Context: an optimization exercise on an open-source flow, tuned for small area, a short achievable clock period and few clock cycles per item. The choices shown serve that exercise and are no tape-out recipe. At most, simulation tests tie the RTL to the original design; equivalence was not proved. For runs 1 and 2, only the layout was checked, not whether the RTL still works. No activity file was given, so power comes from the tool's default toggle rates.

### flow/run.sh
#!/bin/bash
# synth_recipe.tcl (not shown) runs the flow's synth.tcl, then flattens the netlist and writes it again
# the make line also repeats each setting of config.mk as NAME=value (left out here)
make -C /OpenROAD-flow-scripts/flow DESIGN_CONFIG=/design/flow/config.mk WORK_HOME=/design/flow/orfs CLKGATE_MAP_FILE= SYNTH_SCRIPT=/design/flow/synth_recipe.tcl finish
### flow/config.mk
export PLATFORM = sky130hd
export DESIGN_NAME = segment_tree_slot_allocator_unit
export DESIGN_NICKNAME = segment_tree_slot_allocator_unit
export VERILOG_FILES = /design/flow/design.v
export SDC_FILE = /design/flow/constraint.sdc
export NUM_CORES = 4
export LEC_CHECK = 0
export CAP_MARGIN = 20
export CORE_MARGIN = 2
export CORE_UTILIZATION = 45
export SLEW_MARGIN = 20
export SYNTH_MEMORY_MAX_BITS = 8192
### flow/constraint.sdc
create_clock -name core_clock -period 12.0 [get_ports {clk}]
set_input_delay 2.4000 -clock core_clock [delete_from_list [all_inputs] [get_ports {clk}]]
set_output_delay 2.4000 -clock core_clock [all_outputs]
set_load 0.01 [all_outputs]
### flow/design.v
`default_nettype none
package stsa_pkg;
	localparam int unsigned SLOTS_DEFAULT = 256;
	localparam int unsigned ADDR_W        = 32;
	localparam int unsigned SLOT_INDEX_W  = 8;
	localparam int unsigned CFG_DATA_W    = 32;
	localparam int unsigned SIZE_LOG2_W   = 5;
	localparam logic [SIZE_LOG2_W-1:0] SLOT_SIZE_LOG2_RESET = 5'd3;
	typedef enum logic [0:0] {
		REG_BASE_ADDRESS   = 1'b0,
		REG_SLOT_SIZE_LOG2 = 1'b1
	} cfg_reg_t;
	typedef enum logic [0:0] {
		OP_ALLOC = 1'b0,
		OP_FREE  = 1'b1
	} opcode_t;
	typedef enum logic [1:0] {
		STATUS_OK        = 2'd0,
		STATUS_FULL      = 2'd1,
		STATUS_OUTSIDE   = 2'd2,
		STATUS_NOT_ALLOC = 2'd3
	} status_t;
	typedef enum logic [2:0] {
		ST_CLEAR,
		ST_IDLE,
		ST_ROOT,
		ST_DESCEND,
		ST_MAP,
		ST_LEAF,
		ST_ASCEND,
		ST_EMIT
	} state_t;
	function automatic logic [31:0] add32(input logic [31:0] a, input logic [31:0] b);
		logic [31:0] p, g, gg, pp, gn, pn;
		p  = a ^ b;
		g  = a & b;
		gg = g;
		pp = p;
		for (int l = 0; l < 5; l++) begin
			gn = gg;
			pn = pp;
			for (int i = 0; i < 32; i++) begin
				if (((i >> l) & 1) == 1) begin
					gn[i] = gg[i] | (pp[i] & gg[((i >> l) << l) - 1]);
					pn[i] = pp[i] & pp[((i >> l) << l) - 1];
				end
			end
			gg = gn;
			pp = pn;
		end
		add32 = p ^ {gg[30:0], 1'b0};
	endfunction
	function automatic logic [31:0] sub32(input logic [31:0] a, input logic [31:0] b);
		logic [31:0] nb, p, g, gg, pp, gn, pn;
		nb = ~b;
		p  = a ^ nb;
		g  = a & nb;
		g[0] = a[0] | nb[0];
		gg = g;
		pp = p;
		for (int l = 0; l < 5; l++) begin
			gn = gg;
			pn = pp;
			for (int i = 0; i < 32; i++) begin
				if (((i >> l) & 1) == 1) begin
					gn[i] = gg[i] | (pp[i] & gg[((i >> l) << l) - 1]);
					pn[i] = pp[i] & pp[((i >> l) << l) - 1];
				end
			end
			gg = gn;
			pp = pn;
		end
		sub32 = p ^ {gg[30:0], 1'b1};
	endfunction
endpackage
`default_nettype wire
`default_nettype none
module stsa_ram #(
	parameter int unsigned WIDTH = 8,
	parameter int unsigned DEPTH = 256
) (
	input  logic                     clk,
	input  logic                     wr_en,
	input  logic [$clog2(DEPTH)-1:0] wr_addr,
	input  logic [WIDTH-1:0]         wr_data,
	input  logic                     rd_en,
	input  logic [$clog2(DEPTH)-1:0] rd_addr,
	output logic [WIDTH-1:0]         rd_data
);
	logic [WIDTH-1:0] mem [DEPTH];
	always_ff @(posedge clk) begin
		if (wr_en) begin
			mem[wr_addr] <= wr_data;
		end
		if (rd_en) begin
			rd_data <= mem[rd_addr];
		end
	end
endmodule
`default_nettype wire
`default_nettype none
module segment_tree_slot_allocator_unit #(
	parameter int unsigned SLOTS = stsa_pkg::SLOTS_DEFAULT
) (
	input  logic                     clk,
	input  logic                     arst_n,
	input  logic                     cfg_we,
	input  logic                     cfg_index,
	input  logic [stsa_pkg::CFG_DATA_W-1:0]    cfg_data,
	input  logic                     req_valid,
	output logic                     req_ready,
	input  logic                     req_opcode,
	input  logic [stsa_pkg::ADDR_W-1:0]        req_freed_address,
	output logic                     rsp_valid,
	input  logic                     rsp_ready,
	output logic [1:0]               rsp_status,
	output logic [stsa_pkg::ADDR_W-1:0]        rsp_block_address,
	output logic [stsa_pkg::SLOT_INDEX_W-1:0]  rsp_slot_index
);
	localparam int unsigned AW = stsa_pkg::ADDR_W;
	localparam int unsigned SW = stsa_pkg::SIZE_LOG2_W;
	localparam int unsigned NG = 16;    
	localparam int unsigned GS = 16;    
	logic       started_q;
	logic       ready_q;
	logic [2:0] inflight_q;
	logic       acc;
	logic       xfer;
	logic [2:0] inflight_d;
	assign acc  = req_valid & ready_q;
	assign xfer = rsp_valid & rsp_ready;
	assign inflight_d = inflight_q + {2'b0, acc} - {2'b0, xfer};
	always_ff @(posedge clk or negedge arst_n) begin
		if (!arst_n) begin
			started_q  <= 1'b0;
			ready_q    <= 1'b0;
			inflight_q <= '0;
		end else begin
			started_q  <= 1'b1;
			ready_q    <= (inflight_d <= 3'd4);
			inflight_q <= inflight_d;
		end
	end
	logic [AW-1:0] base_q;
	logic [SW-1:0] size_log2_q;
	logic          we_base;
	logic          we_size;
	assign we_base = cfg_we & (cfg_index == stsa_pkg::REG_BASE_ADDRESS);
	assign we_size = cfg_we & (cfg_index == stsa_pkg::REG_SLOT_SIZE_LOG2);
	always_ff @(posedge clk) begin
		if (we_base)         base_q <= cfg_data[AW-1:0];
		else if (!started_q) base_q <= '0;
		if (we_size)         size_log2_q <= cfg_data[SW-1:0];
		else if (!started_q) size_log2_q <= stsa_pkg::SLOT_SIZE_LOG2_RESET;
	end
	logic          in_v_q;
	logic          in_op_q;
	logic [AW-1:0] in_addr_q;
	always_ff @(posedge clk or negedge arst_n) begin
		if (!arst_n) in_v_q <= 1'b0;
		else         in_v_q <= acc;
	end
	always_ff @(posedge clk) begin
		in_op_q   <= req_opcode;
		in_addr_q <= req_freed_address;
	end
	logic          mp_v_q;
	logic          mp_op_q;
	logic [7:0]    mp_slot_q;
	logic          mp_outside_q;
	logic [AW-1:0] map_off;
	logic [7:0]    map_slot_d;
	logic          map_outside_d;
	always_comb begin
		logic [AW-1:0] sh;
		map_off    = stsa_pkg::sub32(in_addr_q, base_q);
		sh         = map_off >> size_log2_q;
		map_slot_d = sh[7:0];
		map_outside_d = 1'b0;
		for (int b = 8; b < AW; b++)
			map_outside_d = map_outside_d | (map_off[b] & (SW'(b - 8) >= size_log2_q));
	end
	always_ff @(posedge clk or negedge arst_n) begin
		if (!arst_n) mp_v_q <= 1'b0;
		else         mp_v_q <= in_v_q;
	end
	always_ff @(posedge clk) begin
		mp_op_q      <= in_op_q;
		mp_slot_q    <= map_slot_d;
		mp_outside_q <= map_outside_d;
	end
	logic [NG*GS-1:0] used_q;
	logic [NG-1:0]    gfull;
	logic [NG-1:0]    gfirst;    
	logic             all_full;
	always_comb begin
		for (int j = 0; j < NG; j++) gfull[j] = &used_q[j*GS +: GS];
		for (int j = 0; j < NG; j++) begin
			logic below;
			below = 1'b1;
			for (int i = 0; i < j; i++) below = below & gfull[i];
			gfirst[j] = below & ~gfull[j];
		end
	end
	assign all_full = &gfull;
	logic [7:0]    map_slot;
	logic          map_outside;
	logic [NG-1:0] map_row;
	logic [GS-1:0] map_col;
	assign map_slot    = mp_slot_q;
	assign map_outside = mp_outside_q;
	always_comb begin
		for (int j = 0; j < NG; j++) map_row[j] = (map_slot[7:4] == j[3:0]);
		for (int k = 0; k < GS; k++) map_col[k] = (map_slot[3:0] == k[3:0]);
	end
	logic [NG-1:0] gsel;
	logic [GS-1:0] grp;
	logic [GS-1:0] lfirst;      
	logic          free_bit;
	assign gsel = mp_op_q ? map_row : gfirst;
	always_comb begin
		grp = '0;
		for (int j = 0; j < NG; j++) grp = grp | ({GS{gsel[j]}} & used_q[j*GS +: GS]);
		for (int k = 0; k < GS; k++) begin
			logic below;
			below = 1'b1;
			for (int i = 0; i < k; i++) below = below & grp[i];
			lfirst[k] = below & ~grp[k];
		end
	end
	assign free_bit = |(grp & map_col);
	logic [3:0] alloc_hi;
	logic [3:0] alloc_lo;
	always_comb begin
		alloc_hi = '0;
		alloc_lo = '0;
		for (int j = 0; j < NG; j++) if (gfirst[j]) alloc_hi = alloc_hi | j[3:0];
		for (int k = 0; k < GS; k++) if (lfirst[k]) alloc_lo = alloc_lo | k[3:0];
	end
	logic          do_alloc;
	logic          do_free;
	logic [NG-1:0] row;
	logic [GS-1:0] col_set;
	logic [GS-1:0] col_clr;
	logic [NG*GS-1:0] used_d;
	assign do_alloc = mp_v_q & ~mp_op_q & ~all_full;
	assign do_free  = mp_v_q &  mp_op_q & ~map_outside;
	always_comb begin
		for (int j = 0; j < NG; j++)
			row[j] = ~started_q | (do_alloc & gfirst[j]) | (do_free & map_row[j]);
		for (int k = 0; k < GS; k++) begin
			col_set[k] = started_q & ~mp_op_q & lfirst[k];
			col_clr[k] = ~started_q | (mp_op_q & map_col[k]);
		end
		for (int j = 0; j < NG; j++)
			for (int k = 0; k < GS; k++)
				used_d[j*GS+k] = ~((row[j] & col_clr[k]) | ~((row[j] & col_set[k]) | used_q[j*GS+k]));
	end
	always_ff @(posedge clk) begin
		used_q <= used_d;
	end
	localparam int unsigned RW = 11;    
	logic [1:0]    res_status;
	logic [7:0]    res_slot;
	logic          res_blk;
	always_comb begin
		if (!mp_op_q) begin
			res_status = all_full ? stsa_pkg::STATUS_FULL : stsa_pkg::STATUS_OK;
			res_slot   = all_full ? 8'd0 : {alloc_hi, alloc_lo};
			res_blk    = ~all_full;
		end else begin
			res_status = map_outside ? stsa_pkg::STATUS_OUTSIDE
			           : free_bit    ? stsa_pkg::STATUS_OK : stsa_pkg::STATUS_NOT_ALLOC;
			res_slot   = map_outside ? 8'd0 : map_slot;
			res_blk    = 1'b0;
		end
	end
	logic [RW-1:0] q_mem [4];
	logic [1:0]    q_wp, q_rp;
	logic [2:0]    q_cnt;
	logic          q_pop;
	logic [RW-1:0] q_head;
	assign q_head = q_mem[q_rp];
	assign q_pop  = (q_cnt != 3'd0) & (~rsp_valid | rsp_ready);
	always_ff @(posedge clk) begin
		if (mp_v_q) q_mem[q_wp] <= {res_blk, res_status, res_slot};
	end
	always_ff @(posedge clk or negedge arst_n) begin
		if (!arst_n) begin
			q_wp  <= '0;
			q_rp  <= '0;
			q_cnt <= '0;
		end else begin
			if (mp_v_q) q_wp <= q_wp + 2'd1;
			if (q_pop)  q_rp <= q_rp + 2'd1;
			q_cnt <= q_cnt + {2'b0, mp_v_q} - {2'b0, q_pop};
		end
	end
	logic          out_v_q;
	logic [1:0]    out_status_q;
	logic [7:0]    out_slot_q;
	logic [AW-1:0] out_block_q;
	logic [AW-1:0] blk_off;
	assign blk_off = {24'd0, q_head[7:0]} << size_log2_q;
	always_ff @(posedge clk or negedge arst_n) begin
		if (!arst_n)    out_v_q <= 1'b0;
		else if (q_pop) out_v_q <= 1'b1;
		else if (rsp_ready) out_v_q <= 1'b0;
	end
	always_ff @(posedge clk) begin
		if (q_pop) begin
			out_status_q <= q_head[9:8];
			out_slot_q   <= q_head[7:0];
			out_block_q  <= q_head[10] ? stsa_pkg::add32(base_q, blk_off) : '0;
		end
	end
	assign req_ready         = ready_q;
	assign rsp_valid         = out_v_q;
	assign rsp_status        = out_status_q;
	assign rsp_block_address = out_block_q;
	assign rsp_slot_index    = out_slot_q;
endmodule
`default_nettype wire
==> flow_summary_export.csv, run 1 <==
group,metric,value,unit
status,status,"timing/DRC/antenna clean",
logic_synthesis,synth.most_common_cell,"a21oi_1",
route,vias,26200,
setup_path,critical_path.cell_chain,"nand4_1 > nor4_4 > nand2_1 > nor4_4 > a222oi_1 > and3_1 > a21o_1 > or3_4 > nor3_4 > buf_4 > nand2_1 > a21oi_1",
timing,setup_viol,0,
timing,max_freq,148,MHz
cells_and_area,drive_above_1_share,9.74,%
cts,ctsHtreeMaxLevel,2,
grt,grt.total_usage,43.3,%
floorplan,rows,86,
logic_synthesis,synth.distinct_cells,96,
power_and_ir_drop,ir_worst_vdd,158,uV
setup_path,worstRegToRegCells,12,
setup_path,critPathKind,"reg2reg",
grt,overflow,0,
logic_synthesis,syn_area,0.0250,mm^2
power_and_ir_drop,clockPowerShare,34.1,%
logic_synthesis,synth_ff_type,"dfxtp_1",
logic_synthesis,synth-seq-cells,437,
logic_synthesis,async_reset_ff_share,3.43,%
timing,finalCritPeriodShare,56.3,%
cts,cts-root-buf,"clkbuf_16",
logic_synthesis,netlist_top_cells_area,"dfxtp_1 24%, edfxtp_1 15%, a21oi_1 8.3%",
logic_synthesis,synth_area_per_cell,8.73,um^2
cts,clock_latency,0.63,ns
setup_path,cp-end-kind,"flop",
setup_path,start_kind,"flop",
logic_synthesis,yosys-top-cells-count,"416 x a21oi_1, 299 x dfxtp_1, 212 x nand2_1",
power_and_ir_drop,powerDensity,163,mW/mm^2
min_path,min-delay-start,"in_op_q",
min_path,hold_path.class,"reg2reg",
placed_design,gp_congestion,1.18,
route,totalWireLength,127,mm
timing,rsz0062_at_grt,"false",
setup_path,worstPathRequired,12.53,ns
floorplan,initial_core_util,45.5,%
job,cap_violations,0,
cts,numCtsBuffers,48,
grt,grt_pass1_vias,24500,
timing,period_needed,6.75,ns
power_and_ir_drop,p_leak,10.9,nW
route,first_iter_violations,3768,
timing,worst_slew_pin_slew,1.30,ns
cts,cts_post_setup_buffers_inserted,0,
cts,cts_tree,"built",
logic_synthesis,syn_nets,3017,
floorplan,num_io_pins,115,
floorplan,die-width,240,um
route,firstDrtPassIters,10,
power_and_ir_drop,p_sw,1.59,mW
logic_synthesis,synthCells,2866,
grt,grt_max_degree,46,
placed_design,port_buffers,114,
setup_path,critPathSlowestCell,"nor4_4",
logic_synthesis,synth_top_cell_by_area,"dfxtp_1",
timing,maxSlewHeadroom,12.7,%
setup_path,cpPeakStageDelay,1.24,ns
grt,grt_pass1_wl,178,mm
cts,cts_hold_buf,0,
grt,grt_antenna_before_repair,12,
timing,drv_slew,0,
setup_path,rr_startpoint,"used_q[68]",
cells_and_area,syn_to_final_growth,15.6,%
power_and_ir_drop,pwr-share-seq,39.3,%
setup_path,reg2reg_slack,5.25,ns
power_and_ir_drop,power,4.71,mW
setup_path,rr_endpoint,"used_q[141]",
setup_path,cp_max_fo,34,
route,ant_nets,0,
min_path,hold_end,"mp_op_q",
min_path,whs_path_depth,0,
floorplan,placeableCoreArea,0.0550,mm^2
timing,tns,0,ns
cts,cts_resized,0,
power_and_ir_drop,p_int,3.11,mW
cells_and_area,fin_nets,3069,
floorplan,die_h,240,um
route,wire_per_inst,34.2,um
route,drc,0,
power_and_ir_drop,comb_power_share,26.5,%
logic_synthesis,ys_seq_area_share,40.2,%
logic_synthesis,synth_edf_count,123,
cts,cts_sinks,437,
floorplan,die-area,0.0575,mm^2
cts,clk_path_buf_depth,3,
cts,clkTransAtPathRegs,0.06,ns
placed_design,dpl.hpwl,93.6,mm
logic_synthesis,yosys_warnings,1,
timing,clock_skew,0.0413,ns
setup_path,crit_arrival,7.28,ns
route,viasPerCell,7.06,
power_and_ir_drop,p_sw_share,33.8,%
timing,hold_viol_final,0,
logic_synthesis,synth_top_area_share,23.9,%
[metal layers]
metal / part of all wire [%] / track usage, %
met3: 11 / 12.8
met4: 8.6 / 31.5
met1: 37 / 51.5
met2: 44 / 66.6
met5: 0.0079 / 0
[cells in the final DEF (no fill, tap or decap), drive strengths merged, types with 14 or more instances in the layout]
cell type | synthesis | final
a2111oi | 23 | 23
a211oi | 20 | 20
a21o | 31 | 31
a21oi | 416 | 416
a221oi | 19 | 19
a22o | 29 | 29
a22oi | 62 | 62
a31oi | 31 | 31
and2 | 59 | 59
and3 | 56 | 56
and4 | 15 | 15
buf | 26 | 76
clkbuf | 162 | 60
clkdlybuf4s50 | 0 | 114
clkinv | 3 | 15
dfrtp | 15 | 15
dfxtp | 299 | 299
edfxtp | 123 | 123
ha | 68 | 68
inv | 127 | 133
mux2i | 36 | 36
mux4 | 14 | 14
nand2 | 213 | 213
nand2b | 19 | 19
nand3 | 60 | 60
nand4 | 121 | 121
nor2 | 211 | 211
nor2b | 15 | 15
nor3 | 47 | 47
nor4 | 53 | 53
o211ai | 14 | 14
o21a | 15 | 15
o21ai | 123 | 123
o22a | 49 | 49
or2 | 17 | 17
or4 | 18 | 18
xnor2 | 29 | 29
xor2 | 21 | 21
[per-stage QoR]
step	area, um^2	std cells	utilization (%)	setup WS [ns]	hold WS (ns)
detailed placement	27100	3614	49.3	5.71	0.315
finish	28900	3716	52.6	5.25	0.329
global placement	27100	3614	49.3	5.61	0.315
CTS	28800	3704	52.4	5.67	0.329
global route	28900	3706	52.5	5.28	0.334
floorplan	25000	2866	-	5.80	0.310
[kinds of logic (layout without fill, tap and decap cells)]
group	after synthesis	in the layout	share of synthesized area, %
DFF	437	437	40.2
adders and majority gates	80	80	4.36
AOI/OAI and AO/OA	985	985	25.5
xor gates and xnor gates	50	50	1.75
muxes	63	63	3.29
and+or+nand+nor	932	932	20.0
other	1	11	0.0150
buffers and inverters	318	410	4.93
[final cells by class]
type,instances,area [um^2]
inverter,130,488
timing repair buffer,190,1740
tap,748,936
fill,5023,26100
sequential,437,10100
clock buffer,60,1310
clock inverter,30,394
multi-input combinational,2111,14000
antenna,10,25.0
[critical path: cells and delay by family, from the launching register on]
kind | cells | cell delay (ns)
simple gates | 8 | 4.81
compound gates | 3 | 0.88
flops | 1 | 0.52
buf+inv | 1 | 0.41
[registers in the layout, indices dropped and copies added, names as in the netlist, 5 cells and up]
signal / count
used_q: 256
q_mem: 44
base_q: 32
in_addr_q: 32
out_block_q: 32
mp_slot_q: 8
out_slot_q: 8
size_log2_q: 5
[how the worst max path moves through the flow]
| stage | from | endpoint |
|---|---|---|
| floorplan | rsp_ready | q_cnt[2] |
| global route | q_rp[0] | out_block_q[31] |
| global placement | used_q[76] | used_q[138] |
| finish | used_q[68] | used_q[141] |
| CTS | q_rp[0] | out_block_q[31] |
| detailed placement | q_rp[0] | out_block_q[31] |
[power by group through the flow]
stage                     registers, mW  logic [mW]  clock network, mW
after CTS                          1.85        1.21               1.62
after floorplan                    1.84       0.711                  0
final                              1.85        1.25               1.61
after detailed placement           1.87        1.20                  0
after global routing               1.87        1.33               1.67
after global placement             1.87        1.18                  0
==> run 2, diff against run 1 <==
--- a/flow/design.v
+++ b/flow/design.v
@@ -218,9 +218,14 @@
 	logic [GS-1:0] lfirst;      
 	logic          free_bit;
 	assign gsel = mp_op_q ? map_row : gfirst;
+	for (genvar k = 0; k < GS; k++) begin : g_col
+		logic [NG-1:0] colbits;
+		for (genvar j = 0; j < NG; j++) begin : g_b
+			assign colbits[j] = used_q[j*GS+k];
+		end
+		stsa_sel16 u_sel (.sel(gsel), .d(colbits), .y(grp[k]));
+	end
 	always_comb begin
-		grp = '0;
-		for (int j = 0; j < NG; j++) grp = grp | ({GS{gsel[j]}} & used_q[j*GS +: GS]);
 		for (int k = 0; k < GS; k++) begin
 			logic below;
 			below = 1'b1;
@@ -252,9 +257,11 @@
 			col_set[k] = started_q & ~mp_op_q & lfirst[k];
 			col_clr[k] = ~started_q | (mp_op_q & map_col[k]);
 		end
-		for (int j = 0; j < NG; j++)
-			for (int k = 0; k < GS; k++)
-				used_d[j*GS+k] = ~((row[j] & col_clr[k]) | ~((row[j] & col_set[k]) | used_q[j*GS+k]));
+	end
+	for (genvar j = 0; j < NG; j++) begin : g_row
+		for (genvar k = 0; k < GS; k++) begin : g_bit
+			stsa_bit u_bit (.q(used_q[j*GS+k]), .row(row[j]), .set(col_set[k]), .clr(col_clr[k]), .d(used_d[j*GS+k]));
+		end
 	end
 	always_ff @(posedge clk) begin
 		used_q <= used_d;
@@ -276,23 +283,27 @@
 		end
 	end
 	logic [RW-1:0] q_mem [4];
-	logic [1:0]    q_wp, q_rp;
+	logic [3:0]    q_wp, q_rp;
 	logic [2:0]    q_cnt;
 	logic          q_pop;
 	logic [RW-1:0] q_head;
-	assign q_head = q_mem[q_rp];
-	assign q_pop  = (q_cnt != 3'd0) & (~rsp_valid | rsp_ready);
+	always_comb begin
+		q_head = '0;
+		for (int e = 0; e < 4; e++) q_head = q_head | ({RW{q_rp[e]}} & q_mem[e]);
+	end
+	assign q_pop = (q_cnt != 3'd0) & (~rsp_valid | rsp_ready);
 	always_ff @(posedge clk) begin
-		if (mp_v_q) q_mem[q_wp] <= {res_blk, res_status, res_slot};
+		for (int e = 0; e < 4; e++)
+			if (mp_v_q && q_wp[e]) q_mem[e] <= {res_blk, res_status, res_slot};
 	end
 	always_ff @(posedge clk or negedge arst_n) begin
 		if (!arst_n) begin
-			q_wp  <= '0;
-			q_rp  <= '0;
+			q_wp  <= 4'b0001;
+			q_rp  <= 4'b0001;
 			q_cnt <= '0;
 		end else begin
-			if (mp_v_q) q_wp <= q_wp + 2'd1;
-			if (q_pop)  q_rp <= q_rp + 2'd1;
+			if (mp_v_q) q_wp <= {q_wp[2:0], q_wp[3]};
+			if (q_pop)  q_rp <= {q_rp[2:0], q_rp[3]};
 			q_cnt <= q_cnt + {2'b0, mp_v_q} - {2'b0, q_pop};
 		end
 	end
@@ -300,8 +311,39 @@
 	logic [1:0]    out_status_q;
 	logic [7:0]    out_slot_q;
 	logic [AW-1:0] out_block_q;
-	logic [AW-1:0] blk_off;
-	assign blk_off = {24'd0, q_head[7:0]} << size_log2_q;
+	logic [AW-1:0] size_dec;     
+	logic [AW-1:0] mid;          
+	logic [AW-1:0] high;         
+	logic [AW-1:0] carry_run;    
+	logic [7:0]    base_win_q;
+	logic [8:0]    win_sum;
+	logic [AW-1:0] placed;
+	logic [AW-1:0] block_d;
+	always_comb begin
+		logic          run;
+		for (int b = 0; b < AW; b++) size_dec[b] = (size_log2_q == SW'(b));
+		for (int b = 0; b < AW; b++) begin
+			mid[b] = 1'b0;
+			for (int i = 0; i < 8; i++)
+				if (b >= i) mid[b] = mid[b] | size_dec[b - i];
+			high[b] = (b >= 8) ? (size_log2_q <= SW'(b - 8)) : 1'b0;
+		end
+		run = 1'b1;
+		for (int b = 0; b < AW; b++) begin
+			carry_run[b] = high[b] & run;
+			run = run & (base_q[b] | ~high[b]);
+		end
+		win_sum  = {1'b0, base_win_q} + {1'b0, q_head[7:0]};
+		for (int b = 0; b < AW; b++) begin
+			placed[b] = 1'b0;
+			for (int i = 0; i < 8; i++)
+				if (b >= i) placed[b] = placed[b] | (win_sum[i] & size_dec[b - i]);
+			block_d[b] = placed[b] | (~mid[b] & (base_q[b] ^ (win_sum[8] & carry_run[b])));
+		end
+	end
+	always_ff @(posedge clk) begin
+		base_win_q <= 8'(base_q >> size_log2_q);
+	end
 	always_ff @(posedge clk or negedge arst_n) begin
 		if (!arst_n)    out_v_q <= 1'b0;
 		else if (q_pop) out_v_q <= 1'b1;
@@ -311,7 +353,7 @@
 		if (q_pop) begin
 			out_status_q <= q_head[9:8];
 			out_slot_q   <= q_head[7:0];
-			out_block_q  <= q_head[10] ? stsa_pkg::add32(base_q, blk_off) : '0;
+			out_block_q  <= q_head[10] ? block_d : '0;
 		end
 	end
 	assign req_ready         = ready_q;
@@ -320,4 +362,20 @@
 	assign rsp_block_address = out_block_q;
 	assign rsp_slot_index    = out_slot_q;
 endmodule
+module stsa_bit (
+	input  logic q,
+	input  logic row,
+	input  logic set,
+	input  logic clr,
+	output logic d
+);
+	assign d = ~((row & clr) | ~((row & set) | q));
+endmodule
+module stsa_sel16 (
+	input  logic [15:0] sel,
+	input  logic [15:0] d,
+	output logic        y
+);
+	assign y = |(sel & d);
+endmodule
 `default_nettype wire
==> flow/flow/run.sh (new file) <==
#!/bin/bash
# Layout flow: the standard flow (standard synthesis, floorplan, placement, CTS,
# routing) run through standard.sh, with two changes to how the layout is made:
#  - the timing repair aims for the setup margin in flow/margin.txt, so the critical
#    paths are sized and buffered to finish well inside the 12 ns clock period;
#  - the port buffers are plain buffers (flow/port_buffer.txt) instead of delay cells.
# The constraints (constraint.sdc, clock period, I/O delays) are unchanged.
# make's full output goes to flow_make.log; each ORFS step logs under orfs/logs/.
set -euo pipefail
MARGIN=$(cat flow/margin.txt)
PORTBUF=$(cat flow/port_buffer.txt)
bash standard.sh SETUP_SLACK_MARGIN="$MARGIN" BUFFER_PORTS_ARGS="-buffer_cell $PORTBUF" finish > flow_make.log 2>&1
==> flow/flow/margin.txt (new file) <==
7.6
==> flow/flow/port_buffer.txt (new file) <==
sky130_fd_sc_hd__buf_2
==> flow/standard.sh (new file) <==
#!/bin/bash
# synth_recipe.tcl (not shown) runs the flow's synth.tcl, then flattens the netlist and writes it again
# the make line also repeats each setting of config.mk as NAME=value (left out here)
make -C /OpenROAD-flow-scripts/flow DESIGN_CONFIG=/design/flow/config.mk WORK_HOME=/design/flow/orfs CLKGATE_MAP_FILE= SYNTH_SCRIPT=/design/flow/synth_recipe.tcl "${@:-finish}"
--- a/flow/config.mk
+++ b/flow/config.mk
@@ -7,6 +7,7 @@
 export LEC_CHECK = 0
 export CAP_MARGIN = 20
 export CORE_MARGIN = 2
-export CORE_UTILIZATION = 45
+export CORE_UTILIZATION = 35
 export SLEW_MARGIN = 20
+export SYNTH_HIERARCHICAL = 1
 export SYNTH_MEMORY_MAX_BITS = 8192
removed: flow/run.sh
==> flow_summary_export.csv, run 2 <==
group,metric,value,unit
logic_synthesis,synthCells,2682,
cells_and_area,reg_top3,"used_q: 256 flops, q_mem: 44 flops",
timing,hold_viol_final,0,
power_and_ir_drop,pwr-share-seq,40.2,%
cts,clk_path_buf_depth,3,
timing,setup_viol,0,
power_and_ir_drop,clockPowerShare,37.5,%
logic_synthesis,synth_mux_area_share,3.74,%
setup_path,start_kind,"flop",
floorplan,die_h,267,um
route,first_iter_violations,3312,
placed_design,gp_congestion,1.01,
setup_path,critPathKind,"reg2reg",
route,drc,0,
timing,rsz0062_at_grt,"true",
cells_and_area,nFillCells,6718,
logic_synthesis,synth.distinct_cells,94,
grt,grt_pass1_vias,22500,
cts,cts-root-buf,"clkbuf_16",
route,ant_nets,0,
cells_and_area,top_register,"used_q",
cells_and_area,multiInputGateArea,0.0141,mm^2
power_and_ir_drop,p_sw,1.42,mW
cells_and_area,fin_nets,3032,
logic_synthesis,synth_top_cell_by_area,"dfxtp_1",
timing,worst_slew_pin_slew,1.21,ns
setup_path,worstPathRequired,12.53,ns
setup_path,cp_max_fo,16,
cts,cts_sinks,449,
logic_synthesis,yosys.area_share.simple,14.1,%
power_and_ir_drop,ir_worst_vdd,90.2,uV
timing,maxSlewHeadroom,19.3,%
cts,ctsHtreeMaxLevel,2,
power_and_ir_drop,p_sw_share,32.2,%
timing,period_needed,4.64,ns
setup_path,cp-end-kind,"flop",
timing,hold-worst-slack,0.330,ns
floorplan,die-area,0.0715,mm^2
logic_synthesis,synthXorXnorAreaFrac,1.48,%
timing,drv_slew,0,
logic_synthesis,synth_edf_count,123,
logic_synthesis,syn_nets,2803,
cts,clock_latency,0.62,ns
cells_and_area,syn_to_final_growth,22.7,%
power_and_ir_drop,p_int,2.98,mW
placed_design,port_buffers,114,
grt,grt_pass1_wl,146,mm
floorplan,rows,96,
route,wire_per_inst,25.8,um
cts,numCtsBuffers,49,
cells_and_area,drive_above_1_share,24.3,%
status,status,"timing/DRC/antenna clean",
logic_synthesis,synth_top_area_share,25.3,%
placed_design,pre_cts_ws,6.10,ns
cells_and_area,mostFrequentLayoutCells,"619 x a21oi_1, 242 x dfxtp_1, 195 x nand2_1",
cells_and_area,final_common_cell,"a21oi_1",
grt,grt.total_usage,27.1,%
timing,finalCritPeriodShare,38.7,%
logic_synthesis,synth_top_family_by_area,"compound AO/OA/AOI/OAI gates",
logic_synthesis,synth_area_per_cell,9.06,um^2
cts,clkTransAtPathRegs,0.07,ns
placed_design,dpl.hpwl,70.2,mm
logic_synthesis,async_reset_ff_share,4.23,%
logic_synthesis,netlist_top_cells_area,"dfxtp_1 25%, edfxtp_1 15%, a21oi_1 13%",
floorplan,num_io_pins,115,
logic_synthesis,yosys_warnings,8,
route,totalWireLength,100,mm
cells_and_area,regArea,0.0104,mm^2
power_and_ir_drop,powerDensity,148,mW/mm^2
timing,tns,0,ns
power_and_ir_drop,comb_power_share,22.2,%
timing,clock_skew,0.0371,ns
route,viasPerCell,6.31,
floorplan,initial_core_util,35.4,%
logic_synthesis,synth-seq-cells,449,
cts,cts_tree,"built",
cells_and_area,largest_register_ffs,256,
logic_synthesis,synth_ff_type,"dfxtp_1",
grt,overflow,0,
timing,max_freq,215,MHz
logic_synthesis,syn_area,0.0243,mm^2
route,vias,24500,
floorplan,die-width,267,um
logic_synthesis,ys_seq_area_share,42.5,%
logic_synthesis,synthAdderAreaFrac,2.82,%
min_path,hold_path.class,"reg2reg",
power_and_ir_drop,p_leak,10.9,nW
timing,layout_setup_ws,7.36,ns
grt,grt_max_degree,61,
cts,cts_hold_buf,0,
logic_synthesis,yosys-top-cells-count,"634 x a21oi_1, 307 x dfxtp_1, 199 x nand2_1",
floorplan,placeableCoreArea,0.0687,mm^2
job,cap_violations,0,
grt,grt_antenna_before_repair,2,
logic_synthesis,synth.most_common_cell,"a21oi_1",
setup_path,crit_arrival,5.17,ns
logic_synthesis,synth_compound_area_share,32.1,%
route,firstDrtPassIters,6,
-- run 2: changes by cell type after synthesis, sizes merged, moves of 46 or more --
cell / before / now
inv: 127 / 72
a21oi: 416 / 636
o22a: 49 / 0
and3: 56 / 10
clkbuf: 162 / 85
nor2: 211 / 133
a221oi: 19 / 90
-- run 2: per-layer routing --
layer	track usage, %	routed length [um]	up-vias
li1	-	-	10900
met1	37.2	41600	11800
met2	40.9	43100	1507
met3	6.35	11100	271
met4	10.6	4550	0
met5	0	0	-
-- run 2: logic make-up after synthesis --
family          Yosys count
mux                      73
compound gates         1204
simple gates            687
fa+ha+maj                50
xor+xnor                 41
buf+inv                 177
flops                   449
other cells               1
-- run 2: cell type report --
cell class	instances	area share [%]
antenna	1	0.00840
clock buffer	68	4.79
clock inverter	23	1.19
inverter	72	0.907
multi-input combinational	2057	47.4
sequential	449	34.9
tap	931	3.91
timing repair buffer	282	6.86
-- run 2: final timing paths --
| check | to | depth (start not counted) | from | slack [ns] |
|---|---|---|---|---|
| max in group asynchronous | q_wp[0] | 1 | arst_n | 9.93 |
| worst max register to register | used_q[127] | 18 | used_q[19] | 7.36 |
| worst max-delay path | used_q[127] | 18 | used_q[19] | 7.36 |
| worst min register to register | mp_op_q | 0 | in_op_q | 0.33 |
| min in group asynchronous | inflight_q[1] | 1 | arst_n | 1.74 |
| worst min-delay path | mp_op_q | 0 | in_op_q | 0.33 |
-- run 2: power by group through the flow --
stage	combinational, mW	sequential [mW]	clock [mW]
2_1_floorplan	0.581	1.77	0
3_3_place_gp	0.893	1.80	0
3_5_place_dp	0.907	1.80	0
4_1_cts	0.935	1.77	1.68
5_1_grt	1.04	1.78	1.74
6_report	0.979	1.77	1.65
-- run 2: timing repair --
item / 4_1_cts / 5_1_grt
resized for setup: 98 / 74
pin swaps: 64 / 44
setup buffers: 65 / 42
gates cloned: 2 / 2
endpoints found under the setup margin: 270 / 236
hold endpoints to repair: 0 / 0
-- run 2: critical path, stage by stage, from the launching register on --
cell,delay (ns)
dfxtp_2,0.36
nand4_1,0.28
nor4_4,0.39
nand3_2,0.15
nor3_4,0.22
nand2b_1,0.23
o21ai_4,0.63
a22o_1,0.28
a221oi_2,0.04
nand4_1,0.14
nand4_1,0.19
nor3_4,0.23
nand3_2,0.12
or3_4,0.47
nor4_4,0.27
buf_4,0.18
buf_12,0.13
a21oi_1,0.06
a21oi_1,0.16
-- run 2: Yosys stat by module, one instance, submodules excluded --
module	area [um^2]	times used	flip-flops and latches	cells inside
segment_tree_slot_allocator_unit	20100	1	449	2026
stsa_sel16	101	16	0	9
stsa_bit	10.0	256	0	2
-- run 2: metrics by stage --
step / utilization (%) / instances / total power, mW / area [um^2]
floorplan: - / 2682 / 2.35 / 24500
CTS: 42.5 / 3838 / 4.38 / 29200
finish: 43.4 / 3883 / 4.40 / 29800
global placement: 38.4 / 3680 / 2.69 / 26400
detailed placement: 38.4 / 3680 / 2.71 / 26400
global route: 43.4 / 3882 / 4.56 / 29800
==> run 3, diff against run 2 <==
--- a/flow/design.v
+++ b/flow/design.v
@@ -155,30 +155,28 @@
 	end
 	logic          in_v_q;
 	logic          in_op_q;
-	logic [AW-1:0] in_addr_q;
+	logic [AW-1:0] in_off_q;
 	always_ff @(posedge clk or negedge arst_n) begin
 		if (!arst_n) in_v_q <= 1'b0;
 		else         in_v_q <= acc;
 	end
 	always_ff @(posedge clk) begin
-		in_op_q   <= req_opcode;
-		in_addr_q <= req_freed_address;
+		in_op_q  <= req_opcode;
+		in_off_q <= stsa_pkg::sub32(req_freed_address, base_q);
 	end
 	logic          mp_v_q;
 	logic          mp_op_q;
 	logic [7:0]    mp_slot_q;
 	logic          mp_outside_q;
-	logic [AW-1:0] map_off;
 	logic [7:0]    map_slot_d;
 	logic          map_outside_d;
 	always_comb begin
 		logic [AW-1:0] sh;
-		map_off    = stsa_pkg::sub32(in_addr_q, base_q);
-		sh         = map_off >> size_log2_q;
+		sh         = in_off_q >> size_log2_q;
 		map_slot_d = sh[7:0];
 		map_outside_d = 1'b0;
 		for (int b = 8; b < AW; b++)
-			map_outside_d = map_outside_d | (map_off[b] & (SW'(b - 8) >= size_log2_q));
+			map_outside_d = map_outside_d | (in_off_q[b] & (SW'(b - 8) >= size_log2_q));
 	end
 	always_ff @(posedge clk or negedge arst_n) begin
 		if (!arst_n) mp_v_q <= 1'b0;
@@ -190,19 +188,12 @@
 		mp_outside_q <= map_outside_d;
 	end
 	logic [NG*GS-1:0] used_q;
-	logic [NG-1:0]    gfull;
-	logic [NG-1:0]    gfirst;    
+	logic [NG-1:0]    gfull_q;
+	logic [NG-1:0]    gfirst_q;
+	logic [NG-1:0]    gfull_d;
+	logic [NG-1:0]    gfirst_d;
 	logic             all_full;
-	always_comb begin
-		for (int j = 0; j < NG; j++) gfull[j] = &used_q[j*GS +: GS];
-		for (int j = 0; j < NG; j++) begin
-			logic below;
-			below = 1'b1;
-			for (int i = 0; i < j; i++) below = below & gfull[i];
-			gfirst[j] = below & ~gfull[j];
-		end
-	end
-	assign all_full = &gfull;
+	assign all_full = ~|gfirst_q;
 	logic [7:0]    map_slot;
 	logic          map_outside;
 	logic [NG-1:0] map_row;
@@ -216,8 +207,10 @@
 	logic [NG-1:0] gsel;
 	logic [GS-1:0] grp;
 	logic [GS-1:0] lfirst;      
+	logic [GS-1:0] lbelow;      
+	logic          last_free;   
 	logic          free_bit;
-	assign gsel = mp_op_q ? map_row : gfirst;
+	assign gsel = mp_op_q ? map_row : gfirst_q;
 	for (genvar k = 0; k < GS; k++) begin : g_col
 		logic [NG-1:0] colbits;
 		for (genvar j = 0; j < NG; j++) begin : g_b
@@ -230,8 +223,10 @@
 			logic below;
 			below = 1'b1;
 			for (int i = 0; i < k; i++) below = below & grp[i];
+			lbelow[k] = below;
 			lfirst[k] = below & ~grp[k];
 		end
+		last_free = &(grp | lbelow);
 	end
 	assign free_bit = |(grp & map_col);
 	logic [3:0] alloc_hi;
@@ -239,7 +234,7 @@
 	always_comb begin
 		alloc_hi = '0;
 		alloc_lo = '0;
-		for (int j = 0; j < NG; j++) if (gfirst[j]) alloc_hi = alloc_hi | j[3:0];
+		for (int j = 0; j < NG; j++) if (gfirst_q[j]) alloc_hi = alloc_hi | j[3:0];
 		for (int k = 0; k < GS; k++) if (lfirst[k]) alloc_lo = alloc_lo | k[3:0];
 	end
 	logic          do_alloc;
@@ -252,9 +247,9 @@
 	assign do_free  = mp_v_q &  mp_op_q & ~map_outside;
 	always_comb begin
 		for (int j = 0; j < NG; j++)
-			row[j] = ~started_q | (do_alloc & gfirst[j]) | (do_free & map_row[j]);
+			row[j] = ~started_q | (do_alloc & gfirst_q[j]) | (do_free & map_row[j]);
 		for (int k = 0; k < GS; k++) begin
-			col_set[k] = started_q & ~mp_op_q & lfirst[k];
+			col_set[k] = started_q & ~mp_op_q & lbelow[k];
 			col_clr[k] = ~started_q | (mp_op_q & map_col[k]);
 		end
 	end
@@ -263,8 +258,32 @@
 			stsa_bit u_bit (.q(used_q[j*GS+k]), .row(row[j]), .set(col_set[k]), .clr(col_clr[k]), .d(used_d[j*GS+k]));
 		end
 	end
+	logic [NG-1:0] gkeep;      
+	logic [NG-1:0] gtake;      
+	logic [NG-1:0] gfirst_0;
+	logic [NG-1:0] gfirst_1;
+	always_comb begin
+		gkeep = gfull_q & ~({NG{do_free}} & map_row) & {NG{started_q}};
+		gtake = gfirst_q & {NG{do_alloc & started_q}};
+		for (int j = 0; j < NG; j++) begin
+			logic below0;
+			logic below1;
+			below0 = 1'b1;
+			below1 = 1'b1;
+			for (int i = 0; i < j; i++) begin
+				below0 = below0 & gkeep[i];
+				below1 = below1 & (gkeep[i] | gtake[i]);
+			end
+			gfirst_0[j] = below0 & ~gkeep[j];
+			gfirst_1[j] = below1 & ~(gkeep[j] | gtake[j]);
+		end
+		gfull_d  = gkeep | (gtake & {NG{last_free}});
+		gfirst_d = last_free ? gfirst_1 : gfirst_0;
+	end
 	always_ff @(posedge clk) begin
-		used_q <= used_d;
+		used_q   <= used_d;
+		gfull_q  <= gfull_d;
+		gfirst_q <= gfirst_d;
 	end
 	localparam int unsigned RW = 11;    
 	logic [1:0]    res_status;
==> flow/flow/margin.txt (replaced) <==
8.3
==> flow_summary_export.csv, run 3 <==
group,metric,value,unit
status,status,"timing/DRC/antenna clean",
timing,finalCritPeriodShare,33.9,%
timing,hold-worst-slack,0.351,ns
route,viasPerCell,5.91,
route,drc,0,
route,vias,23200,
floorplan,placeableCoreArea,0.0704,mm^2
cells_and_area,final_common_cell,"a21oi_1",
timing,tns,0,ns
logic_synthesis,synth-seq-cells,481,
cells_and_area,fin_nets,3058,
logic_synthesis,synth.most_common_cell,"a21oi_1",
logic_synthesis,synth_ff_type,"dfxtp_1",
cts,cts_tree,"built",
logic_synthesis,syn_nets,2853,
cts,clock_latency,0.66,ns
logic_synthesis,synth_edf_count,123,
route,ant_nets,0,
power_and_ir_drop,powerDensity,152,mW/mm^2
cells_and_area,top_register,"used_q",
cells_and_area,syn_to_final_growth,21.3,%
grt,overflow,0,
logic_synthesis,netlist_top_cells_area,"dfxtp_1 27%, edfxtp_1 15%, a21oi_1 12%",
cells_and_area,drive_above_1_share,20.3,%
min_path,hold_path.class,"reg2reg",
floorplan,initial_core_util,35.5,%
cts,cts-root-buf,"clkbuf_16",
timing,maxSlewHeadroom,31.8,%
route,firstDrtPassIters,8,
setup_path,critPathKind,"in2reg",
logic_synthesis,yosys-top-cells-count,"615 x a21oi_1, 339 x dfxtp_1, 223 x nand2_1",
cts,cts_sinks,481,
grt,grt_pass1_vias,21400,
setup_path,cpPeakStageDelay,0.47,ns
route,wire_per_inst,21.8,um
cells_and_area,reg_top3,"used_q: 256 flops, q_mem: 44 flops",
timing,max_freq,246,MHz
cells_and_area,mostFrequentLayoutCells,"607 x a21oi_1, 334 x dfxtp_1, 221 x nand2_1",
placed_design,dpl.hpwl,55.8,mm
cts,clk_path_buf_depth,3,
floorplan,die-area,0.0736,mm^2
route,totalWireLength,85.6,mm
setup_path,crit_path_frequent_cell,"o21a_1",
cts,cts_hold_buf,0,
setup_path,worstPathRequired,12.50,ns
timing,clock_skew,0.0573,ns
logic_synthesis,yosys_warnings,8,
timing,setup_viol,0,
floorplan,rows,97,
power_and_ir_drop,p_leak,11.4,nW
timing,rsz0062_at_grt,"true",
logic_synthesis,synth_top_area_share,27.1,%
power_and_ir_drop,power,4.61,mW
grt,grt.total_usage,22.2,%
setup_path,critical_path.cell_chain,"buf_8 > inv_12 > ha_4 > fa_2 > nor2b_2 > o31a_1 > o211ai_1 > buf_4 > buf_6 > o21a_1 > nor2b_1 > o21a_1 > nor2_2 > xnor2_1",
timing,layout_setup_ws,7.93,ns
logic_synthesis,synth.distinct_cells,84,
floorplan,num_io_pins,115,
setup_path,cp_max_fo,3,
grt,grt_max_degree,122,
grt,grt_pass1_wl,129,mm
setup_path,cp-end-kind,"flop",
timing,worst_slew_pin_slew,1.02,ns
logic_synthesis,synth_area_per_cell,9.15,um^2
job,cap_violations,0,
cts,clkTransAtPathRegs,0.06,ns
route,first_iter_violations,2507,
floorplan,die_h,271,um
cells_and_area,final_cells,3921,
power_and_ir_drop,ir_worst_vdd,118,uV
logic_synthesis,synth_top_cell_by_area,"dfxtp_1",
logic_synthesis,async_reset_ff_share,3.95,%
logic_synthesis,syn_area,0.0250,mm^2
logic_synthesis,synthCells,2732,
logic_synthesis,ys_seq_area_share,43.8,%
cts,ctsHtreeMaxLevel,2,
cells_and_area,largest_register_ffs,256,
setup_path,critPathSlowestCell,"fa_2",
placed_design,port_buffers,114,
floorplan,die-width,271,um
grt,grt_antenna_before_repair,1,
timing,hold_viol_final,0,
placed_design,pre_cts_ws,6.77,ns
timing,drv_slew,0,
placed_design,place_inst,3733,
timing,period_needed,4.07,ns
cts,numCtsBuffers,51,
setup_path,start_kind,"input pin",
setup_path,crit_arrival,4.57,ns
placed_design,gp_congestion,0.931,
[run 3: cell types whose count changed after synthesis, moves of 10 or more]
cell,delta
nand4_1,-67
dfxtp_1,+32
a21oi_1,-19
inv_1,+24
nor2b_1,+16
nand3_1,+17
clkbuf_8,-10
nand2_1,+24
a221o_1,+11
o211ai_1,+31
o221ai_1,-13
clkbuf_1,+12
buf_2,+12
[run 3: kinds of logic (layout without fill, tap and decap cells)]
| kind of cell | count (synthesis) | count (layout) | share of synthesized area [%] |
|---|---|---|---|
| simple gates | 643 | 643 | 12.4 |
| xor+xnor | 46 | 46 | 1.61 |
| fa+ha+maj | 53 | 53 | 2.86 |
| compound gates | 1208 | 1208 | 31.4 |
| flops | 481 | 481 | 43.8 |
| mux | 83 | 83 | 4.50 |
| buf+inv | 217 | 465 | 3.41 |
| other cells | 1 | 2 | 0.0150 |
[run 3: power by group]
group | leakage, nW | total (mW) | internal [mW] | switching [mW]
clock | 0.907 | 1.72 | 1.01 | 0.715
combinational | 6.26 | 0.963 | 0.370 | 0.593
sequential | 4.25 | 1.93 | 1.80 | 0.125
total | 11.4 | 4.61 | 3.18 | 1.43
[run 3: what timing repair did]
action,in CTS,in global routing
buffers inserted,59,28
endpoints found under the hold margin,0,0
pin swaps,28,30
gates resized for setup,67,50
gates cloned,1,3
endpoints found under the setup margin,315,116
[run 3: modules after synthesis, one instance, submodules excluded]
module | copies in the design | cells | flops+latches
segment_tree_slot_allocator_unit | 1 | 2076 | 481
stsa_sel16 | 16 | 9 | 0
stsa_bit | 256 | 2 | 0
[run 3: cell type report]
class	instances	area, um^2
Timing Repair Buffer	274	2100
Sequential cell	481	11000
Tap cell	940	1180
Inverter	94	389
Antenna cell	1	2.50
Clock buffer	65	1430
Clock inverter	31	435
Timing Repair inverter	1	5.00
Multi-Input combinational cell	2034	13800
Fill cell	6875	40100
[run 3: worst max-delay path: cells and delay by family]
family                     cells  cell delay, ns
buffers and inverters          4            0.38
and+or+nand+nor                3            0.36
AOI/OAI and AO/OA              4            0.69
xor gates and xnor gates       1            0.12
adders and majority gates      2            0.62
[run 3: final timing paths]
| kind | cells past startpoint | start | slack (ns) | end |
|---|---|---|---|---|
| max in group asynchronous | 1 | arst_n | 9.93 | q_wp[0] |
| worst max-delay path | 14 | req_freed_address[0] | 7.93 | in_off_q[13] |
| min in group asynchronous | 1 | arst_n | 1.73 | q_rp[3] |
| worst min-delay path | 0 | in_v_q | 0.35 | mp_v_q |
| worst min register to register | 0 | in_v_q | 0.35 | mp_v_q |
| worst max register to register | 12 | q_rp[0] | 8.38 | out_block_q[25] |
[run 3: routing by layer]
layer / global-route usage (%) / wire [um]
met4: 8.50 / 3530
met2: 34.2 / 37600
met1: 31.2 / 37100
met5: 0 / 0
met3: 3.49 / 7400
[run 3: through the flow]
stage	area (um^2)	util, %
finish	30300	43.1
global route	30300	43.1
CTS	29800	42.3
detailed placement	27000	38.4
global placement	27000	38.4
floorplan	25200	-
Testbench counts of run 3, summed over its fixed seeds: cycles 12,048, items 12,000.
==> run 4, diff against run 3 <==
--- a/flow/design.v
+++ b/flow/design.v
@@ -72,6 +72,28 @@
 		end
 		sub32 = p ^ {gg[30:0], 1'b1};
 	endfunction
+	function automatic logic [16:0] add16c(input logic [15:0] a, input logic [15:0] b,
+	                                       input logic cin);
+		logic [15:0] p, g, gg, pp, gn, pn;
+		p  = a ^ b;
+		g  = a & b;
+		g[0] = g[0] | (p[0] & cin);
+		gg = g;
+		pp = p;
+		for (int l = 0; l < 4; l++) begin
+			gn = gg;
+			pn = pp;
+			for (int i = 0; i < 16; i++) begin
+				if (((i >> l) & 1) == 1) begin
+					gn[i] = gg[i] | (pp[i] & gg[((i >> l) << l) - 1]);
+					pn[i] = pp[i] & pp[((i >> l) << l) - 1];
+				end
+			end
+			gg = gn;
+			pp = pn;
+		end
+		add16c = {gg[15], p ^ {gg[14:0], cin}};
+	endfunction
 endpackage
 `default_nettype wire
 `default_nettype none
@@ -155,14 +177,24 @@
 	end
 	logic          in_v_q;
 	logic          in_op_q;
-	logic [AW-1:0] in_off_q;
+	logic [15:0]   in_off_lo_q;
+	logic          in_carry_q;
+	logic [15:0]   in_addr_hi_q;
+	logic [16:0]   in_lo_sum;
+	logic [16:0]   in_hi_sum;
+	logic [AW-1:0] in_off;
+	assign in_lo_sum = stsa_pkg::add16c(req_freed_address[15:0], ~base_q[15:0], 1'b1);
+	assign in_hi_sum = stsa_pkg::add16c(in_addr_hi_q, ~base_q[31:16], in_carry_q);
+	assign in_off    = {in_hi_sum[15:0], in_off_lo_q};
 	always_ff @(posedge clk or negedge arst_n) begin
 		if (!arst_n) in_v_q <= 1'b0;
 		else         in_v_q <= acc;
 	end
 	always_ff @(posedge clk) begin
-		in_op_q  <= req_opcode;
-		in_off_q <= stsa_pkg::sub32(req_freed_address, base_q);
+		in_op_q      <= req_opcode;
+		in_off_lo_q  <= in_lo_sum[15:0];
+		in_carry_q   <= in_lo_sum[16];
+		in_addr_hi_q <= req_freed_address[31:16];
 	end
 	logic          mp_v_q;
 	logic          mp_op_q;
@@ -172,11 +204,11 @@
 	logic          map_outside_d;
 	always_comb begin
 		logic [AW-1:0] sh;
-		sh         = in_off_q >> size_log2_q;
+		sh         = in_off >> size_log2_q;
 		map_slot_d = sh[7:0];
 		map_outside_d = 1'b0;
 		for (int b = 8; b < AW; b++)
-			map_outside_d = map_outside_d | (in_off_q[b] & (SW'(b - 8) >= size_log2_q));
+			map_outside_d = map_outside_d | (in_off[b] & (SW'(b - 8) >= size_log2_q));
 	end
 	always_ff @(posedge clk or negedge arst_n) begin
 		if (!arst_n) mp_v_q <= 1'b0;
==> flow/flow/margin.txt (replaced) <==
8.4
--- a/flow/config.mk
+++ b/flow/config.mk
@@ -8,6 +8,9 @@
 export CAP_MARGIN = 20
 export CORE_MARGIN = 2
 export CORE_UTILIZATION = 35
+export CTS_BUF_LIST = sky130_fd_sc_hd__clkbuf_8
+export CTS_CLUSTER_DIAMETER = 50
+export CTS_CLUSTER_SIZE = 20
 export SLEW_MARGIN = 20
 export SYNTH_HIERARCHICAL = 1
 export SYNTH_MEMORY_MAX_BITS = 8192
==> flow_summary_export.csv, run 4 <==
group,metric,value,unit
placed_design,dpl.hpwl,59.0,mm
job,cap_violations,0,
cts,clock_latency,0.78,ns
cts,ctsHtreeMaxLevel,2,
logic_synthesis,synth_top_cell_by_area,"dfxtp_1",
power_and_ir_drop,powerDensity,139,mW/mm^2
cells_and_area,largest_register_ffs,256,
logic_synthesis,syn_area,0.0248,mm^2
setup_path,cp-end-kind,"flop",
status,status,"timing/DRC/antenna clean",
cells_and_area,top_register,"used_q",
cells_and_area,final_common_cell,"a21oi_1",
power_and_ir_drop,clockPowerShare,30.5,%
grt,grt.total_usage,24.2,%
logic_synthesis,synth_top_area_share,27.5,%
cts,cts_tree,"built",
min_path,min-delay-start,"in_v_q",
setup_path,cpPeakStageDelay,0.41,ns
cells_and_area,mostFrequentLayoutCells,"609 x a21oi_1, 334 x dfxtp_1, 223 x nand2_1",
floorplan,die-width,270,um
setup_path,rr_startpoint,"mp_slot_q[6]",
setup_path,crit_path_frequent_cell,"nand4_1",
power_and_ir_drop,comb_power_share,25.6,%
logic_synthesis,synthCells,2711,
grt,grt_pass1_wl,139,mm
setup_path,crit_start,"mp_slot_q[6]",
logic_synthesis,synth_area_per_cell,9.14,um^2
setup_path,worstRegToRegCells,21,
route,totalWireLength,95.1,mm
logic_synthesis,ys_seq_area_share,44.3,%
logic_synthesis,synth-seq-cells,482,
timing,worst_slew_pin_slew,1.05,ns
route,wire_per_inst,23.6,um
logic_synthesis,yosys_warnings,8,
cells_and_area,syn_to_final_growth,26.0,%
timing,max_freq,245,MHz
cells_and_area,drive_above_1_share,25.6,%
power_and_ir_drop,power,4.35,mW
cells_and_area,reg_top3,"used_q: 256 flops, q_mem: 44 flops",
logic_synthesis,async_reset_ff_share,3.94,%
floorplan,initial_core_util,35.4,%
min_path,hold_path.class,"reg2reg",
timing,hold_viol_final,0,
timing,maxSlewHeadroom,29.5,%
logic_synthesis,synth.most_common_cell,"a21oi_1",
grt,overflow,0,
floorplan,die-area,0.0730,mm^2
cts,cts-root-buf,"clkbuf_8",
power_and_ir_drop,p_leak,12.1,nW
power_and_ir_drop,pwr-share-seq,43.9,%
min_path,whs_path_depth,0,
timing,rsz0062_at_grt,"true",
timing,setup_viol,0,
route,ant_nets,0,
setup_path,critPathKind,"reg2reg",
cts,numCtsBuffers,55,
grt,grt_max_degree,104,
power_and_ir_drop,p_sw,1.55,mW
cts,cts_hold_buf,0,
floorplan,rows,97,
setup_path,start_kind,"flop",
timing,drv_slew,0,
floorplan,placeableCoreArea,0.0700,mm^2
timing,clock_skew,0.111,ns
grt,grt_pass1_vias,23300,
power_and_ir_drop,p_int,2.80,mW
cells_and_area,fin_nets,3168,
setup_path,worstPathRequired,12.64,ns
setup_path,reg2reg_slack,7.92,ns
route,first_iter_violations,3054,
route,viasPerCell,6.10,
timing,period_needed,4.08,ns
power_and_ir_drop,p_sw_share,35.6,%
cts,clk_path_buf_depth,3,
cts,clkTransAtPathRegs,0.11,ns
grt,grt_antenna_before_repair,3,
logic_synthesis,synth_edf_count,123,
logic_synthesis,yosys-top-cells-count,"623 x a21oi_1, 340 x dfxtp_1, 235 x nand2_1",
route,vias,24600,
floorplan,die_h,270,um
route,firstDrtPassIters,7,
logic_synthesis,synth_ff_type,"dfxtp_1",
route,drc,0,
cells_and_area,nFillCells,6599,
timing,finalCritPeriodShare,34.0,%
placed_design,gp_congestion,0.925,
logic_synthesis,netlist_top_cells_area,"dfxtp_1 27%, edfxtp_1 15%, a21oi_1 13%",
logic_synthesis,synth.distinct_cells,93,
setup_path,crit_arrival,4.72,ns
power_and_ir_drop,ir_worst_vdd,100,uV
placed_design,port_buffers,114,
setup_path,critical_path.cell_chain,"nor2b_4 > nand4_1 > buf_4 > o21ai_4 > buf_12 > buf_4 > a22o_1 > a221oi_2 > nand4_1 > buf_6 > buf_4 > a21oi_2 > or3_4 > o31ai_4 > nand4_1 > buf_6 > a2111oi_4 > nand4_2 > a2111oi_4 > nand4_1 > a21oi_1",
floorplan,num_io_pins,115,
timing,tns,0,ns
logic_synthesis,syn_nets,2834,
setup_path,critPathSlowestCell,"dfxtp_4",
setup_path,cp_max_fo,6,
cts,cts_sinks,482,
-- run 4: cell count changes in the layout (fill, tap and decap cells not counted), moves of 10 or more --
cell / delta
clkbuf_16: -53
buf_12: +14
mux4_2: -11
clkbuf_8: +49
buf_4: +79
buf_6: +22
nand3_1: -10
nor3_1: -17
-- run 4: Yosys stat by module (local to each module, per instance) --
module,cells,area [um^2]
segment_tree_slot_allocator_unit,2055,20600
stsa_sel16,9,101
stsa_bit,2,10.0
-- run 4: final timing paths --
kind	end
setup / recovery	gfirst_q[15]
hold / removal	mp_v_q
setup reg to reg	gfirst_q[15]
hold reg to reg	mp_v_q
max in group asynchronous	started_q
min in group asynchronous	q_wp[1]
-- run 4: kinds of logic (layout without fill, tap and decap cells) --
family / count (synthesis) / in the layout / share of synthesized area (%)
flip-flops: 482 / 482 / 44.3
AO/OA/AOI/OAI: 1217 / 1219 / 32.1
AND/OR/NAND/NOR: 635 / 636 / 12.2
adder cells (fa/ha/maj): 54 / 54 / 3.07
XOR/XNOR: 37 / 37 / 1.31
multiplexers: 78 / 81 / 3.78
other: 1 / 2 / 0.0151
buffers and inverters: 207 / 582 / 3.23
-- run 4: worst max-delay path, delay by kind of cell, from the launching register on --
family	cells	cell delay, ns
AO/OA/AOI/OAI	8	1.31
AND/OR/NAND/NOR	7	1.39
flip-flops	1	0.41
buffers and inverters	6	0.88
-- run 4: per-stage QoR --
| stage | hold WS (ns) | util, % | instances | area (um^2) | setup WS [ns] |
|---|---|---|---|---|---|
| after global routing | 0.354 | 44.6 | 4033 | 31200 | 7.76 |
| after detailed placement | 0.343 | 38.3 | 3705 | 26800 | 6.91 |
| after CTS | 0.355 | 43.1 | 3977 | 30200 | 8.11 |
| after floorplan | 0.310 | - | 2711 | 25200 | 7.44 |
| final | 0.352 | 44.6 | 4033 | 31200 | 7.92 |
| after global placement | 0.340 | 38.3 | 3704 | 26800 | 7.08 |
-- run 4: power by group through the flow --
stage	sequential, mW	combinational (mW)	clock (mW)
2_1_floorplan	1.89	0.568	0
4_1_cts	1.90	0.991	1.35
6_report	1.91	1.11	1.33
3_5_place_dp	1.94	0.854	0
5_1_grt	1.92	1.18	1.42
3_3_place_gp	1.93	0.842	0
-- run 4: final cells by class --
| class | instances | area (um^2) | share of cell area (%) |
|---|---|---|---|
| antenna | 1 | 2.50 | 0.00801 |
| multi-input combinational | 2028 | 14200 | 45.3 |
| clock buffer | 55 | 757 | 2.42 |
| tap | 940 | 1180 | 3.76 |
| inverter | 92 | 374 | 1.20 |
| clock inverter | 49 | 586 | 1.87 |
| timing repair buffer | 386 | 3190 | 10.2 |
| sequential | 482 | 11000 | 35.2 |
-- run 4: repair_timing --
item,4_1_cts,5_1_grt
cloned,5,5
pin swaps,76,73
endpoints found under the setup margin,348,226
setup buffers,163,50
gates resized for setup,124,124
-- run 4: routing by layer --
layer	up-vias	global-route usage [%]	part of all wire [%]
li1	11000	-	-
met2	1415	38.9	45
met3	320	4.77	10
met1	11800	31.9	40
met4	0	9.97	4.5
met5	-	0	0
Testbench counts of run 4, summed over its fixed seeds: cycles 12,048, items 12,000.
==> run 5, diff against run 4 <==
==> flow/flow/margin.txt (replaced) <==
8.3
--- a/flow/config.mk
+++ b/flow/config.mk
@@ -14,3 +14,4 @@
 export SLEW_MARGIN = 20
 export SYNTH_HIERARCHICAL = 1
 export SYNTH_MEMORY_MAX_BITS = 8192
+export TNS_END_PERCENT = 10
==> flow_summary_export.csv, run 5 <==
group,metric,value,unit
timing,max_freq,249,MHz
grt,grtUsageMet2,35.4,%
cts,ctsHtreeMaxLevel,2,
logic_synthesis,synth_ff_type,"dfxtp_1",
timing,period_needed,4.02,ns
cts,cts-root-buf,"clkbuf_8",
cells_and_area,largest_register_ffs,256,
placed_design,dpl.hpwl,54.6,mm
logic_synthesis,synth-seq-cells,482,
logic_synthesis,synth_top_cell_by_area,"dfxtp_1",
floorplan,die-width,270,um
logic_synthesis,syn_nets,2834,
logic_synthesis,synth_edf_count,123,
route,ant_nets,0,
route,first_iter_violations,3084,
setup_path,cp-end-kind,"flop",
cts,numCtsBuffers,53,
power_and_ir_drop,p_sw,1.46,mW
timing,clock_skew,0.0914,ns
logic_synthesis,async_reset_ff_share,3.94,%
timing,finalCritPeriodShare,33.5,%
setup_path,critical_path.cell_chain,"buf_6 > inv_4 > ha_4 > fa_2 > nor2b_1 > o21a_1 > o21a_1 > o41ai_4 > o21ai_2 > o41ai_4 > nand2b_1 > a21oi_2 > xnor2_1",
placed_design,port_buffers,114,
setup_path,critPathBufInv,2,
setup_path,start_kind,"input pin",
logic_synthesis,synth_area_per_cell,9.14,um^2
floorplan,initial_core_util,35.4,%
logic_synthesis,synth.most_common_cell,"a21oi_1",
timing,worst_slew_pin_slew,1.07,ns
setup_path,cp_max_fo,3,
cells_and_area,drive_above_1_share,20.4,%
logic_synthesis,ys_seq_area_share,44.3,%
power_and_ir_drop,comb_power_share,23.0,%
setup_path,worstPathRequired,12.67,ns
grt,grt_pass1_vias,21300,
min_path,hold_path.class,"reg2reg",
cells_and_area,reg_top3,"used_q: 256 flops, q_mem: 44 flops",
timing,layout_setup_ws,7.98,ns
timing,setup_viol,0,
job,cap_violations,0,
floorplan,num_io_pins,115,
cells_and_area,mostFrequentLayoutCells,"620 x a21oi_1, 335 x dfxtp_1, 229 x nand2_1",
setup_path,critPathKind,"in2reg",
power_and_ir_drop,p_leak,11.2,nW
route,wire_per_inst,22.1,um
status,status,"timing/DRC/antenna clean",
cells_and_area,utilization,42.0,%
placed_design,gp_congestion,0.952,
grt,grt_pass1_wl,130,mm
cts,clkTransAtPathRegs,0.10,ns
route,firstDrtPassIters,6,
route,drc,0,
floorplan,die-area,0.0730,mm^2
floorplan,placeableCoreArea,0.0700,mm^2
grt,top_usage_layer,"met2",
setup_path,cpPeakStageDelay,0.45,ns
logic_synthesis,netlist_top_cells_area,"dfxtp_1 27%, edfxtp_1 15%, a21oi_1 13%",
timing,hold_viol_final,0,
cts,cts_tree,"built",
power_and_ir_drop,p_sw_share,35.4,%
cells_and_area,final_common_cell,"a21oi_1",
timing,hold-worst-slack,0.324,ns
cells_and_area,syn_to_final_growth,18.6,%
timing,drv_slew,0,
cts,clock_latency,0.76,ns
power_and_ir_drop,pwr-share-seq,46.0,%
cts,clk_path_buf_depth,3,
floorplan,die_h,270,um
setup_path,cp_top_family,"compound AO/OA/AOI/OAI gates",
cts,cts_sinks,482,
grt,grt_use_met3,3.34,%
logic_synthesis,yosys_warnings,8,
cells_and_area,top_register,"used_q",
timing,maxSlewHeadroom,28.0,%
logic_synthesis,synth_top_area_share,27.5,%
route,vias,23300,
setup_path,crit_arrival,4.70,ns
power_and_ir_drop,p_int,2.67,mW
route,viasPerCell,5.95,
power_and_ir_drop,clockPowerShare,31.0,%
floorplan,rows,97,
grt,grt.total_usage,22.6,%
cells_and_area,fin_area,0.0294,mm^2
timing,tns,0,ns
placed_design,place_area,0.0267,mm^2
logic_synthesis,syn_area,0.0248,mm^2
setup_path,critPathSlowestCell,"o41ai_4",
timing,rsz0062_at_grt,"true",
power_and_ir_drop,powerDensity,140,mW/mm^2
cts,cts_hold_buf,0,
logic_synthesis,yosys-top-cells-count,"623 x a21oi_1, 340 x dfxtp_1, 235 x nand2_1",
route,totalWireLength,86.3,mm
power_and_ir_drop,ir_worst_vdd,77.8,uV
grt,overflow,0,
grt,use_met1,32.1,%
grt,grt_antenna_before_repair,3,
logic_synthesis,synthCells,2711,
cells_and_area,nFillCells,6897,
logic_synthesis,synth.distinct_cells,93,
grt,grt_max_degree,66,
cells_and_area,fin_nets,3048,
placed_design,pre_cts_ws,7.08,ns
-- run 5: cell counts after synthesis --
Identical to the previous run, type by type.
-- run 5: cell families (layout without fill, tap and decap cells) --
group / Yosys count / count (layout) / share of synthesized area (%)
fa+ha+maj: 54 / 54 / 3.07
other cells: 1 / 2 / 0.0151
compound gates: 1217 / 1217 / 32.1
xor+xnor: 37 / 37 / 1.31
mux: 78 / 81 / 3.78
simple gates: 635 / 635 / 12.2
buf+inv: 207 / 462 / 3.23
flops: 482 / 482 / 44.3
-- run 5: final timing paths --
check                                          start              end  slack [ns]  depth (start not counted)
worst max-delay path            req_freed_address[0]  in_off_lo_q[14]        7.98                         13
worst min-delay path                         in_op_q          mp_op_q        0.32                          0
worst max register to register          mp_slot_q[6]     gfirst_q[15]        8.01                         16
worst min register to register               in_op_q          mp_op_q        0.32                          0
max in group asynchronous                     arst_n        started_q       10.02                          1
min in group asynchronous                     arst_n          q_rp[3]        1.59                          1
-- run 5: modules after synthesis (local to each module, per instance) --
module                            flip-flops and latches  copies in the design  cells
stsa_sel16                                             0                    16      9
segment_tree_slot_allocator_unit                     482                     1   2055
stsa_bit                                               0                   256      2
-- run 5: cell type report --
type / instances / area (um^2) / area share (%)
Antenna cell: 1 / 2.50 / 0.00851
Clock inverter: 43 / 522 / 1.77
Sequential cell: 482 / 11000 / 37.4
Inverter: 92 / 360 / 1.23
Timing Repair Buffer: 271 / 2020 / 6.86
Clock buffer: 56 / 771 / 2.62
Tap cell: 940 / 1180 / 4.00
Multi-Input combinational cell: 2025 / 13600 / 46.1
-- run 5: routing by layer --
layer	vias up	routed length [um]
li1	10800	-
met4	2	2790
met2	1163	38500
met3	204	7400
met1	11100	37600
met5	-	12
-- run 5: repair_timing --
action / CTS / global route
buffers inserted: 55 / 29
cloned: 5 / 1
gates resized for setup: 100 / 56
setup endpoints to repair: 265 / 169
pin swaps: 24 / 43
-- run 5: power groups by stage --
stage	clock (mW)	combinational, mW	sequential [mW]
3_3_place_gp	0	0.837	1.93
3_5_place_dp	0	0.840	1.93
6_report	1.28	0.949	1.90
2_1_floorplan	0	0.554	1.89
5_1_grt	1.37	1.02	1.91
4_1_cts	1.31	0.900	1.89
-- run 5: stage by stage --
stage	instances	power, mW
final	3910	4.13
after global placement	3720	2.76
after floorplan	2711	2.45
after CTS	3879	4.10
after global routing	3910	4.30
after detailed placement	3720	2.77
-- run 5: worst register-to-register path: cells and delay by family, from the launching register on --
| family | cells | cell delay [ns] |
|---|---|---|
| flops | 1 | 0.43 |
| simple gates | 7 | 1.64 |
| compound gates | 8 | 1.66 |
| buf+inv | 1 | 0.19 |

-- re-timing with driven ports --
No port has a modelled driver above. Below, the same layouts with a new extraction and two added sets of constraints.
Step 1: set_driving_cell puts a clkbuf_16 on clk and a buf_2 on each other input, an assumption about the parent block.
Step 2 adds t to the input delays and takes it off the output delays; t is the mean of the earliest and latest rising clock arrival at the registers after step 1. Input paths then give back, and output paths get back, about the clock's delay inside the block.
Slacks: ideal ports / drivers / drivers and shift; pairs: ideal ports / drivers.
run	t, ns	setup slack, ns	worst hold slack (ns)	worst setup path at the end	cell pins on the clock port's net
run 1	0.677	5.247 / 5.247 / 5.247	0.329 / 0.329 / 0.329	register to register	1
run 2	0.674	7.360 / 7.360 / 7.360	0.330 / 0.330 / 0.330	register to register	1
run 3	0.698	7.928 / 7.942 / 7.244	0.351 / 0.351 / 0.351	input to register	1
run 4	0.781	7.919 / 7.919 / 7.323	0.352 / 0.352 / 0.352	input to register	1
run 5	0.769	7.976 / 7.999 / 7.229	0.324 / 0.324 / 0.324	input to register	1
After both steps setup and hold are still met in every run listed. The setup slack of run 5, which loses most, moves by +0.023 ns with the drivers and by -0.747 ns with both steps.
